What follows belongs to an exercise in optimizing a design on an open flow for small area; a production flow would make more cautious choices.
Function was checked by simulation only, so behaviour that the tests miss may differ from the original.
Power figures rest on the tool's default switching activity, not on a simulated workload.

==> wip/tundra <==
==> flow/design.v <==
package fbfl_pkg;
    localparam int POOL_BLOCKS = 256;
    localparam int BLOCK_BYTES = 64;
    localparam int POOL_BASE   = 4096;
    localparam int ADDR_W = 32;
    localparam int SIZE_W = 32;
    localparam int ERR_W  = 32;
    localparam int IDX_W  = $clog2(POOL_BLOCKS);
    localparam int CNT_W  = $clog2(POOL_BLOCKS + 1);
    localparam int OFFS_W = $clog2(BLOCK_BYTES);
    localparam int STAT_W = 3;
    localparam logic [STAT_W-1:0] ST_OK        = 3'd0;
    localparam logic [STAT_W-1:0] ST_TOO_LARGE = 3'd1;
    localparam logic [STAT_W-1:0] ST_EMPTY     = 3'd2;
    localparam logic [STAT_W-1:0] ST_FULL      = 3'd3;
    localparam logic [STAT_W-1:0] ST_NULL      = 3'd4;
    localparam logic [STAT_W-1:0] ST_BAD_ADDR  = 3'd5;
    localparam logic KIND_ALLOC = 1'b0;
    localparam logic KIND_FREE  = 1'b1;
endpackage
import fbfl_pkg::*;
module fbfl_dec16n (
    input  logic        i_en,
    input  logic [3:0]  i_idx,
    output logic [15:0] o_sel_n
);
    for (genvar j = 0; j < 16; j++) begin : g_pre
        assign o_sel_n[j] = !(i_en && (i_idx == j));
    end
endmodule
module fbfl_sel (
    input  logic i_lo_n,
    input  logic i_hi_n,
    output logic o_sel
);
    assign o_sel = !(i_lo_n || i_hi_n);
endmodule
module fbfl_dec256 (
    input  logic                   i_en,
    input  logic [IDX_W-1:0]       i_idx,
    output logic [POOL_BLOCKS-1:0] o_sel
);
    logic [15:0] lo_n, hi_n;
    fbfl_dec16n u_lo (.i_en(i_en), .i_idx(i_idx[3:0]), .o_sel_n(lo_n));
    fbfl_dec16n u_hi (.i_en(1'b1), .i_idx(i_idx[7:4]), .o_sel_n(hi_n));
    for (genvar k = 0; k < POOL_BLOCKS; k++) begin : g_sel
        fbfl_sel u_sel (.i_lo_n(lo_n[k % 16]), .i_hi_n(hi_n[k / 16]), .o_sel(o_sel[k]));
    end
endmodule
module fbfl_store (
    input  logic                         i_clk,
    input  logic [POOL_BLOCKS-1:0]       i_we,
    input  logic [IDX_W-1:0]             i_wd,
    output logic [POOL_BLOCKS*IDX_W-1:0] o_q
);
    logic [POOL_BLOCKS*IDX_W-1:0] r_q;
    for (genvar k = 0; k < POOL_BLOCKS; k++) begin : g_slot
        always_ff @(posedge i_clk) begin
            if (i_we[k]) begin
                r_q[k*IDX_W +: IDX_W] <= i_wd;
            end
        end
    end
    assign o_q = r_q;
endmodule
module fbfl_aoi3 (
    input  logic [2:0]         i_sel,
    input  logic [3*IDX_W-1:0] i_d,
    output logic [IDX_W-1:0]   o_n
);
    assign o_n = ~(({IDX_W{i_sel[0]}} & i_d[0 +: IDX_W]) |
                   ({IDX_W{i_sel[1]}} & i_d[IDX_W +: IDX_W]) |
                   ({IDX_W{i_sel[2]}} & i_d[2*IDX_W +: IDX_W]));
endmodule
module fbfl_aoi2 (
    input  logic [1:0]         i_sel,
    input  logic [2*IDX_W-1:0] i_d,
    output logic [IDX_W-1:0]   o_n
);
    assign o_n = ~(({IDX_W{i_sel[0]}} & i_d[0 +: IDX_W]) |
                   ({IDX_W{i_sel[1]}} & i_d[IDX_W +: IDX_W]));
endmodule
module fbfl_any_low #(
    parameter int N = 86
) (
    input  logic [N-1:0] i_n,
    output logic         o_any
);
    assign o_any = ~&i_n;
endmodule
module fbfl_ring (
    input  logic             i_clk,
    input  logic             i_wr_en,
    input  logic [IDX_W-1:0] i_wr_idx,
    input  logic [IDX_W-1:0] i_wr_data,
    input  logic             i_rd_en,
    input  logic [IDX_W-1:0] i_rd_idx,
    output logic [IDX_W-1:0] o_rd_data
);
    localparam int N3 = 84;              
    localparam int NG = N3 + 2;          
    logic [POOL_BLOCKS-1:0]       we, rs;
    logic [POOL_BLOCKS*IDX_W-1:0] q;
    logic [IDX_W-1:0]             grp_n [0:NG-1];
    logic [NG-1:0]                col_n [0:IDX_W-1];
    fbfl_dec256 u_wdec (.i_en(i_wr_en), .i_idx(i_wr_idx), .o_sel(we));
    fbfl_dec256 u_rdec (.i_en(i_rd_en),    .i_idx(i_rd_idx), .o_sel(rs));
    fbfl_store u_store (.i_clk(i_clk), .i_we(we), .i_wd(i_wr_data), .o_q(q));
    for (genvar g = 0; g < N3; g++) begin : g_aoi3
        fbfl_aoi3 u_aoi (
            .i_sel (rs[3*g +: 3]),
            .i_d   (q[3*g*IDX_W +: 3*IDX_W]),
            .o_n   (grp_n[g])
        );
    end
    for (genvar g = 0; g < 2; g++) begin : g_aoi2
        fbfl_aoi2 u_aoi (
            .i_sel (rs[3*N3 + 2*g +: 2]),
            .i_d   (q[(3*N3 + 2*g)*IDX_W +: 2*IDX_W]),
            .o_n   (grp_n[N3 + g])
        );
    end
    for (genvar b = 0; b < IDX_W; b++) begin : g_bit
        for (genvar g = 0; g < NG; g++) begin : g_col
            assign col_n[b][g] = grp_n[g][b];
        end
        fbfl_any_low #(.N(NG)) u_or (.i_n(col_n[b]), .o_any(o_rd_data[b]));
    end
endmodule
import fbfl_pkg::*;
module fbfl_ctrl (
    input  logic              i_clk,
    input  logic              i_rst_n,
    input  logic              i_accept,
    input  logic              i_kind,
    input  logic [SIZE_W-1:0] i_request_size,
    input  logic [ADDR_W-1:0] i_free_address,
    output logic              o_ring_wr_en,
    output logic [IDX_W-1:0]  o_ring_wr_idx,
    output logic [IDX_W-1:0]  o_ring_wr_data,
    output logic              o_ring_rd_en,
    output logic [IDX_W-1:0]  o_ring_rd_idx,
    input  logic [IDX_W-1:0]  i_ring_data,
    output logic              o_done,
    output logic [STAT_W-1:0] o_status,
    output logic [ADDR_W-1:0] o_block_address,
    output logic [ERR_W-1:0]  o_error_total,
    output logic [CNT_W-1:0]  o_outstanding_blocks
);
    logic [CNT_W-1:0]  r_head;
    logic [CNT_W-1:0]  r_tail;
    logic              r_wrapped;
    logic [ERR_W-1:0]  r_fail;
    logic              r_done;
    logic [STAT_W-1:0] r_status, n_status;
    logic              r_pop;
    logic [IDX_W-1:0]  r_slot;
    logic              empty, full;
    logic              too_large, in_pool;
    logic              pop, push, fail;
    logic              stored;
    logic [IDX_W-1:0]  blk;
    assign empty = (r_head == r_tail);
    assign full  = (r_head[IDX_W-1:0] == r_tail[IDX_W-1:0]) && (r_head[IDX_W] != r_tail[IDX_W]);
    assign too_large = (i_request_size > BLOCK_BYTES);
    assign in_pool = (i_free_address[ADDR_W-1:15] == '0) &&
                     (i_free_address[14:12] >= 3'd1) && (i_free_address[14:12] <= 3'd4) &&
                     (i_free_address[OFFS_W-1:0] == '0);
    always_comb begin
        pop  = 1'b0;
        push = 1'b0;
        fail = 1'b0;
        n_status = ST_OK;
        if (i_kind == KIND_ALLOC) begin
            if (too_large) begin
                n_status = ST_TOO_LARGE;
                fail     = 1'b1;
            end else if (empty) begin
                n_status = ST_EMPTY;
                fail     = 1'b1;
            end else begin
                pop = 1'b1;
            end
        end else begin
            if (full) begin
                n_status = ST_FULL;
            end else if (i_free_address == '0) begin
                n_status = ST_NULL;
            end else if (!in_pool) begin
                n_status = ST_BAD_ADDR;
            end else begin
                push = 1'b1;
            end
        end
    end
    assign o_ring_wr_en   = i_accept && push;
    assign o_ring_wr_idx  = r_tail[IDX_W-1:0];
    assign o_ring_wr_data = i_free_address[13:6];
    assign o_ring_rd_en   = stored;
    assign o_ring_rd_idx  = r_slot;
    always_ff @(posedge i_clk) begin
        if (!i_rst_n) begin
            r_head    <= '0;
            r_tail    <= 9'h100;
            r_wrapped <= 1'b0;
            r_fail    <= '0;
            r_done    <= 1'b0;
        end else begin
            r_done <= i_accept;
            if (i_accept && pop) begin
                r_head <= r_head + 1'b1;
            end
            if (i_accept && push) begin
                r_tail <= r_tail + 1'b1;
                if (r_tail[IDX_W-1:0] == '1) begin
                    r_wrapped <= 1'b1;
                end
            end
            if (i_accept && fail) begin
                r_fail <= r_fail + 1'b1;
            end
        end
    end
    always_ff @(posedge i_clk) begin
        r_status <= n_status;
        r_pop    <= (i_kind == KIND_ALLOC) && !too_large && !empty;
        r_slot   <= r_head[IDX_W-1:0];
    end
    assign stored = r_wrapped || (r_slot < r_tail[IDX_W-1:0]);
    assign blk    = i_ring_data | (stored ? 8'd0 : (r_slot + 8'd64));
    assign o_done               = r_done;
    assign o_status             = r_status;
    assign o_error_total        = r_fail;
    assign o_block_address      = r_pop ? {17'd0, (blk[7:6] == 2'b00), blk, 6'd0} : '0;
    assign o_outstanding_blocks = (r_head - r_tail) ^ 9'h100;
endmodule
import fbfl_pkg::*;
module fixed_block_free_list_allocator (
    input  logic               i_clk,
    input  logic               i_rst_n,
    input  logic               start,
    output logic               busy,
    input  logic               i_kind,
    input  logic [SIZE_W-1:0]  i_request_size,
    input  logic [ADDR_W-1:0]  i_free_address,
    output logic               o_done,
    output logic [STAT_W-1:0]  o_status,
    output logic [ADDR_W-1:0]  o_block_address,
    output logic [ERR_W-1:0]   o_error_total,
    output logic [CNT_W-1:0]   o_outstanding_blocks
);
    logic             ring_wr_en;
    logic [IDX_W-1:0] ring_wr_idx;
    logic [IDX_W-1:0] ring_wr_data;
    logic             ring_rd_en;
    logic [IDX_W-1:0] ring_rd_idx;
    logic [IDX_W-1:0] ring_data;
    logic             accept;
    assign busy   = ~i_rst_n;
    assign accept = start && !busy;
    fbfl_ring u_ring (
        .i_clk     (i_clk),
        .i_wr_en   (ring_wr_en),
        .i_wr_idx  (ring_wr_idx),
        .i_wr_data (ring_wr_data),
        .i_rd_en   (ring_rd_en),
        .i_rd_idx  (ring_rd_idx),
        .o_rd_data (ring_data)
    );
    fbfl_ctrl u_ctrl (
        .i_clk                (i_clk),
        .i_rst_n              (i_rst_n),
        .i_accept             (accept),
        .i_kind               (i_kind),
        .i_request_size       (i_request_size),
        .i_free_address       (i_free_address),
        .o_ring_wr_en         (ring_wr_en),
        .o_ring_wr_idx        (ring_wr_idx),
        .o_ring_wr_data       (ring_wr_data),
        .o_ring_rd_en         (ring_rd_en),
        .o_ring_rd_idx        (ring_rd_idx),
        .i_ring_data          (ring_data),
        .o_done               (o_done),
        .o_status             (o_status),
        .o_block_address      (o_block_address),
        .o_error_total        (o_error_total),
        .o_outstanding_blocks (o_outstanding_blocks)
    );
endmodule
==> flow/flow/run.sh <==
#!/bin/bash
# Own layout flow: the standard ORFS flow, with two changes:
#  - clock tree: no dummy loads, chosen buffer cell and sink clustering
#  - port buffers: the smallest buffer cell rather than the tool's default choice
# Each tool's full output goes to a log file in the folder this runs in.
set -euo pipefail
CTS_SIZE=30; CTS_DIAM=60
CTS="-sink_clustering_enable -repair_clock_nets -dont_use_dummy_load"
CTS="$CTS -buf_list ${CTS_BUF:-sky130_fd_sc_hd__clkbuf_16}"
if [[ -n "${CTS_SIZE:-}" ]]; then
  CTS="$CTS -sink_clustering_size $CTS_SIZE -sink_clustering_max_diameter $CTS_DIAM"
fi
export CTS_ARGS="$CTS"
export BUFFER_PORTS_ARGS="-buffer_cell sky130_fd_sc_hd__buf_1"
bash standard.sh "CTS_ARGS=$CTS_ARGS" "BUFFER_PORTS_ARGS=$BUFFER_PORTS_ARGS" finish > flow_make.log 2>&1
==> flow/standard.sh <==
#!/bin/bash
# synth_recipe.tcl (not shown) runs the flow's synth.tcl, then flattens the netlist and writes it again
# the make line also repeats each setting of config.mk as NAME=value (left out here)
make -C /OpenROAD-flow-scripts/flow DESIGN_CONFIG=/design/flow/config.mk WORK_HOME=/design/flow/orfs CLKGATE_MAP_FILE= SYNTH_SCRIPT=/design/flow/synth_recipe.tcl "${@:-finish}"
==> flow/config.mk <==
export PLATFORM = sky130hd
export DESIGN_NAME = fixed_block_free_list_allocator
export DESIGN_NICKNAME = fixed_block_free_list_allocator
export VERILOG_FILES = /design/flow/design.v
export SDC_FILE = /design/flow/constraint.sdc
export NUM_CORES = 4
export LEC_CHECK = 0
export CAP_MARGIN = 20
export CORE_MARGIN = 2
export CORE_UTILIZATION = 60
export SLEW_MARGIN = 20
export SYNTH_HIERARCHICAL = 1
export SYNTH_MEMORY_MAX_BITS = 16384
==> flow/constraint.sdc <==
create_clock -name core_clock -period 10.0 [get_ports {i_clk}]
set_input_delay 2.0000 -clock core_clock [delete_from_list [all_inputs] [get_ports {i_clk}]]
set_output_delay 2.0000 -clock core_clock [all_outputs]
set_load 0.01 [all_outputs]
==> inputs of wip/sierra, as changes to wip/tundra <==
==> flow/design.v, changed modules only <==
module fbfl_ring (
    input  logic             i_clk,
    input  logic             i_wr_en,
    input  logic [IDX_W-1:0] i_wr_idx,
    input  logic [IDX_W-1:0] i_wr_data,
    input  logic [IDX_W-1:0] i_rd_idx,
    output logic [IDX_W-1:0] o_rd_data
);
    logic [IDX_W-1:0] r_mem [0:POOL_BLOCKS-1];
    always_ff @(posedge i_clk) begin
        if (i_wr_en) begin
            r_mem[i_wr_idx] <= i_wr_data;
        end
    end
    assign o_rd_data = r_mem[i_rd_idx];
endmodule
module fbfl_ctrl (
    input  logic              i_clk,
    input  logic              i_rst_n,
    input  logic              i_accept,
    input  logic              i_kind,
    input  logic [SIZE_W-1:0] i_request_size,
    input  logic [ADDR_W-1:0] i_free_address,
    output logic              o_ring_wr_en,
    output logic [IDX_W-1:0]  o_ring_wr_idx,
    output logic [IDX_W-1:0]  o_ring_wr_data,
    output logic [IDX_W-1:0]  o_ring_rd_idx,
    input  logic [IDX_W-1:0]  i_ring_data,
    output logic              o_done,
    output logic [STAT_W-1:0] o_status,
    output logic [ADDR_W-1:0] o_block_address,
    output logic [ERR_W-1:0]  o_error_total,
    output logic [CNT_W-1:0]  o_outstanding_blocks
);
    logic [CNT_W-1:0]  r_head;
    logic [CNT_W-1:0]  r_tail;
    logic              r_wrapped;
    logic [ERR_W-1:0]  r_fail;
    logic              r_done;
    logic [STAT_W-1:0] r_status, n_status;
    logic              r_pop;
    logic [IDX_W-1:0]  r_slot;
    logic              empty, full;
    logic              too_large, in_pool;
    logic              pop, push, fail;
    logic              stored;
    logic [IDX_W-1:0]  blk;
    assign empty = (r_head == r_tail);
    assign full  = (r_head[IDX_W-1:0] == r_tail[IDX_W-1:0]) && (r_head[IDX_W] != r_tail[IDX_W]);
    assign too_large = (i_request_size > BLOCK_BYTES);
    assign in_pool = (i_free_address[ADDR_W-1:15] == '0) &&
                     (i_free_address[14:12] >= 3'd1) && (i_free_address[14:12] <= 3'd4) &&
                     (i_free_address[OFFS_W-1:0] == '0);
    always_comb begin
        pop  = 1'b0;
        push = 1'b0;
        fail = 1'b0;
        n_status = ST_OK;
        if (i_kind == KIND_ALLOC) begin
            if (too_large) begin
                n_status = ST_TOO_LARGE;
                fail     = 1'b1;
            end else if (empty) begin
                n_status = ST_EMPTY;
                fail     = 1'b1;
            end else begin
                pop = 1'b1;
            end
        end else begin
            if (full) begin
                n_status = ST_FULL;
            end else if (i_free_address == '0) begin
                n_status = ST_NULL;
            end else if (!in_pool) begin
                n_status = ST_BAD_ADDR;
            end else begin
                push = 1'b1;
            end
        end
    end
    assign o_ring_wr_en   = i_accept && push;
    assign o_ring_wr_idx  = r_tail[IDX_W-1:0];
    assign o_ring_wr_data = i_free_address[13:6];
    assign o_ring_rd_idx  = r_slot;
    always_ff @(posedge i_clk) begin
        if (!i_rst_n) begin
            r_head    <= '0;
            r_tail    <= 9'h100;
            r_wrapped <= 1'b0;
            r_fail    <= '0;
            r_done    <= 1'b0;
        end else begin
            r_done <= i_accept;
            if (i_accept && pop) begin
                r_head <= r_head + 1'b1;
            end
            if (i_accept && push) begin
                r_tail <= r_tail + 1'b1;
                if (r_tail[IDX_W-1:0] == '1) begin
                    r_wrapped <= 1'b1;
                end
            end
            if (i_accept && fail) begin
                r_fail <= r_fail + 1'b1;
            end
        end
    end
    always_ff @(posedge i_clk) begin
        r_status <= n_status;
        r_pop    <= (i_kind == KIND_ALLOC) && !too_large && !empty;
        r_slot   <= r_head[IDX_W-1:0];
    end
    assign stored = r_wrapped || (r_slot < r_tail[IDX_W-1:0]);
    assign blk    = stored ? i_ring_data : (r_slot + 8'd64);
    assign o_done               = r_done;
    assign o_status             = r_status;
    assign o_error_total        = r_fail;
    assign o_block_address      = r_pop ? {17'd0, (blk[7:6] == 2'b00), blk, 6'd0} : '0;
    assign o_outstanding_blocks = (r_head - r_tail) ^ 9'h100;
endmodule
module fixed_block_free_list_allocator (
    input  logic               i_clk,
    input  logic               i_rst_n,
    input  logic               start,
    output logic               busy,
    input  logic               i_kind,
    input  logic [SIZE_W-1:0]  i_request_size,
    input  logic [ADDR_W-1:0]  i_free_address,
    output logic               o_done,
    output logic [STAT_W-1:0]  o_status,
    output logic [ADDR_W-1:0]  o_block_address,
    output logic [ERR_W-1:0]   o_error_total,
    output logic [CNT_W-1:0]   o_outstanding_blocks
);
    logic             ring_wr_en;
    logic [IDX_W-1:0] ring_wr_idx;
    logic [IDX_W-1:0] ring_wr_data;
    logic [IDX_W-1:0] ring_rd_idx;
    logic [IDX_W-1:0] ring_data;
    logic             accept;
    assign busy   = ~i_rst_n;
    assign accept = start && !busy;
    fbfl_ring u_ring (
        .i_clk     (i_clk),
        .i_wr_en   (ring_wr_en),
        .i_wr_idx  (ring_wr_idx),
        .i_wr_data (ring_wr_data),
        .i_rd_idx  (ring_rd_idx),
        .o_rd_data (ring_data)
    );
    fbfl_ctrl u_ctrl (
        .i_clk                (i_clk),
        .i_rst_n              (i_rst_n),
        .i_accept             (accept),
        .i_kind               (i_kind),
        .i_request_size       (i_request_size),
        .i_free_address       (i_free_address),
        .o_ring_wr_en         (ring_wr_en),
        .o_ring_wr_idx        (ring_wr_idx),
        .o_ring_wr_data       (ring_wr_data),
        .o_ring_rd_idx        (ring_rd_idx),
        .i_ring_data          (ring_data),
        .o_done               (o_done),
        .o_status             (o_status),
        .o_block_address      (o_block_address),
        .o_error_total        (o_error_total),
        .o_outstanding_blocks (o_outstanding_blocks)
    );
endmodule
// module fbfl_dec16n removed
// module fbfl_sel removed
// module fbfl_dec256 removed
// module fbfl_store removed
// module fbfl_aoi3 removed
// module fbfl_aoi2 removed
// module fbfl_any_low removed
==> flow/run.sh (new file) <==
#!/bin/bash
# synth_recipe.tcl (not shown) runs the flow's synth.tcl, then flattens the netlist and writes it again
# the make line also repeats each setting of config.mk as NAME=value (left out here)
make -C /OpenROAD-flow-scripts/flow DESIGN_CONFIG=/design/flow/config.mk WORK_HOME=/design/flow/orfs CLKGATE_MAP_FILE= SYNTH_SCRIPT=/design/flow/synth_recipe.tcl finish
Settings changed: CORE_UTILIZATION 60 to 45, SYNTH_HIERARCHICAL 1 to default.
removed: flow/flow/run.sh
removed: flow/standard.sh
==> inputs of wip/umber, as changes to wip/tundra <==
--- a/flow/design.v
+++ b/flow/design.v
@@ -74,9 +74,8 @@
 endmodule
-module fbfl_aoi2 (
-    input  logic [1:0]         i_sel,
-    input  logic [2*IDX_W-1:0] i_d,
-    output logic [IDX_W-1:0]   o_n
-);
-    assign o_n = ~(({IDX_W{i_sel[0]}} & i_d[0 +: IDX_W]) |
-                   ({IDX_W{i_sel[1]}} & i_d[IDX_W +: IDX_W]));
+module fbfl_aoi1 (
+    input  logic             i_sel,
+    input  logic [IDX_W-1:0] i_d,
+    output logic [IDX_W-1:0] o_n
+);
+    assign o_n = ~({IDX_W{i_sel}} & i_d);
 endmodule
@@ -99,4 +98,4 @@
 );
-    localparam int N3 = 84;              
-    localparam int NG = N3 + 2;          
+    localparam int N3 = 85;              
+    localparam int NG = N3 + 1;          
     logic [POOL_BLOCKS-1:0]       we, rs;
@@ -106,3 +105,3 @@
     fbfl_dec256 u_wdec (.i_en(i_wr_en), .i_idx(i_wr_idx), .o_sel(we));
-    fbfl_dec256 u_rdec (.i_en(i_rd_en),    .i_idx(i_rd_idx), .o_sel(rs));
+    fbfl_dec256 u_rdec (.i_en(i_rd_en), .i_idx(i_rd_idx), .o_sel(rs));
     fbfl_store u_store (.i_clk(i_clk), .i_we(we), .i_wd(i_wr_data), .o_q(q));
@@ -115,9 +114,7 @@
     end
-    for (genvar g = 0; g < 2; g++) begin : g_aoi2
-        fbfl_aoi2 u_aoi (
-            .i_sel (rs[3*N3 + 2*g +: 2]),
-            .i_d   (q[(3*N3 + 2*g)*IDX_W +: 2*IDX_W]),
-            .o_n   (grp_n[N3 + g])
-        );
-    end
+    fbfl_aoi1 u_aoi1 (
+        .i_sel (rs[3*N3]),
+        .i_d   (q[3*N3*IDX_W +: IDX_W]),
+        .o_n   (grp_n[N3])
+    );
     for (genvar b = 0; b < IDX_W; b++) begin : g_bit
@@ -157,2 +154,3 @@
     logic [IDX_W-1:0]  r_slot;
+    logic              r_stored;
     logic              empty, full;
@@ -227,4 +225,5 @@
         r_slot   <= r_head[IDX_W-1:0];
-    end
-    assign stored = r_wrapped || (r_slot < r_tail[IDX_W-1:0]);
+        r_stored <= r_wrapped || (r_head[IDX_W-1:0] < r_tail[IDX_W-1:0]);
+    end
+    assign stored = r_stored;
     assign blk    = i_ring_data | (stored ? 8'd0 : (r_slot + 8'd64));
--- a/flow/flow/run.sh
+++ b/flow/flow/run.sh
@@ -6,3 +6,3 @@
 set -euo pipefail
-CTS_SIZE=30; CTS_DIAM=60
+CTS_SIZE=35; CTS_DIAM=70
 CTS="-sink_clustering_enable -repair_clock_nets -dont_use_dummy_load"
Settings changed: CORE_UTILIZATION 60 to 70.
==> inputs of wip/cedar, as changes to wip/tundra <==
==> flow/design.v, changed modules only <==
module fbfl_dec256 (
    input  logic                   i_en,
    input  logic [IDX_W-1:0]       i_idx,
    output logic [POOL_BLOCKS-1:0] o_sel
);
    logic [15:0] lo, hi;
    for (genvar j = 0; j < 16; j++) begin : g_pre
        assign lo[j] = i_en && (i_idx[3:0] == j);
        assign hi[j] = (i_idx[7:4] == j);
    end
    for (genvar k = 0; k < POOL_BLOCKS; k++) begin : g_sel
        assign o_sel[k] = lo[k % 16] & hi[k / 16];
    end
endmodule
// module fbfl_dec16n removed
// module fbfl_sel removed
Settings changed: CORE_UTILIZATION 60 to 45.
==> notes <==
wip/umber ran to the end with no violations. wip/cedar produced a clean layout. wip/tundra produced a clean layout. wip/sierra finished with timing, DRC and antenna clean. Between wip/cedar and wip/sierra, the lower first-iteration DRC count is in wip/sierra (gap about 50%, measured against wip/sierra). In wip/tundra the critical path depth is higher than in wip/umber, by 8. The lowest setup slack belongs to wip/cedar, the highest to wip/umber. Register-to-register slack: wip/tundra is higher than wip/umber (110 ps). In wip/cedar the count of clock-buffer cells in the layout is lower than in wip/tundra, by 10. Total power, lowest first: wip/umber, wip/cedar, wip/tundra, wip/sierra. Of wip/tundra and wip/sierra, wip/tundra has the higher utilization (gap 14 points).
==> figures <==
item	wip/cedar	wip/sierra	wip/umber	wip/tundra
Post-synth top area share	78.2%	74.0%	79.9%	79.5%
Power density relative to cell area	173 nW/um^2	189 nW/um^2	173 nW/um^2	181 nW/um^2
Sequential cell fraction of total power	65.0%	54.8%	69.0%	64.3%
Wire length on met1	86000 um	94800 um	75000 um	84100 um
Share of synthesized area occupied by flip-flops and latches	79.8%	75.6%	81.5%	81.2%
Met1 Usage GRT	33.9%	36.3%	54.5%	47.9%
Setup Slack @ Placement	1060 ps	2490 ps	2680 ps	1140 ps
Outcome	no timing/DRC/antenna violations	no timing/DRC/antenna violations	no timing/DRC/antenna violations	no timing/DRC/antenna violations
Number of clock buffer instances in the layout	133	263	96	143
Maximum number of pins on one net before global-route repair	203	174	203	194
VDD IR-drop max	174 uV	188 uV	167 uV	175 uV
DIE HEIGHT	422 um	434 um	336 um	363 um
Non-clock buffer area fraction after layout	2.23%	2.29%	1.20%	1.48%
Instance count of the mapped netlist	4371	4164	4224	4247
Initial standard-cell utilization of the core	45.3%	45.3%	70.7%	60.5%
Post-Layout Cell Count	6747	7003	5723	6065

==> separate check: timing with driven ports <==
Ports are ideal in the flow. The routed layouts listed here were re-timed in OpenROAD.
Step 1: set_driving_cell puts a clkbuf_16 on i_clk and a buf_2 on each other input, an assumption about the parent block.
Step 2 also shifts input and output timing later by t, the mid clock arrival at the registers, as if the neighbouring blocks saw the same clock.
a / b / c = ideal ports / drivers / drivers and shift; a / b = the first two.
| run | t (ns) | setup WS [ns] | worst setup path at the end | worst register clock-pin slew, ns | worst data-port slew with drivers (ns) |
|---|---|---|---|---|---|
| wip/tundra | 0.844 | 0.346 / 0.270 / 1.114 | register to output | 0.10 / 0.10 | 0.05 |
| wip/sierra | 0.926 | 1.682 / 1.598 / 2.525 | register to output | 0.07 / 0.07 | 0.09 |
| wip/umber | 0.781 | 1.710 / 1.632 / 2.413 | register to output | 0.12 / 0.12 | 0.07 |
| wip/cedar | 0.842 | 0.254 / 0.168 / 1.009 | register to output | 0.10 / 0.10 | 0.11 |
After both steps setup and hold are still met in every run listed.
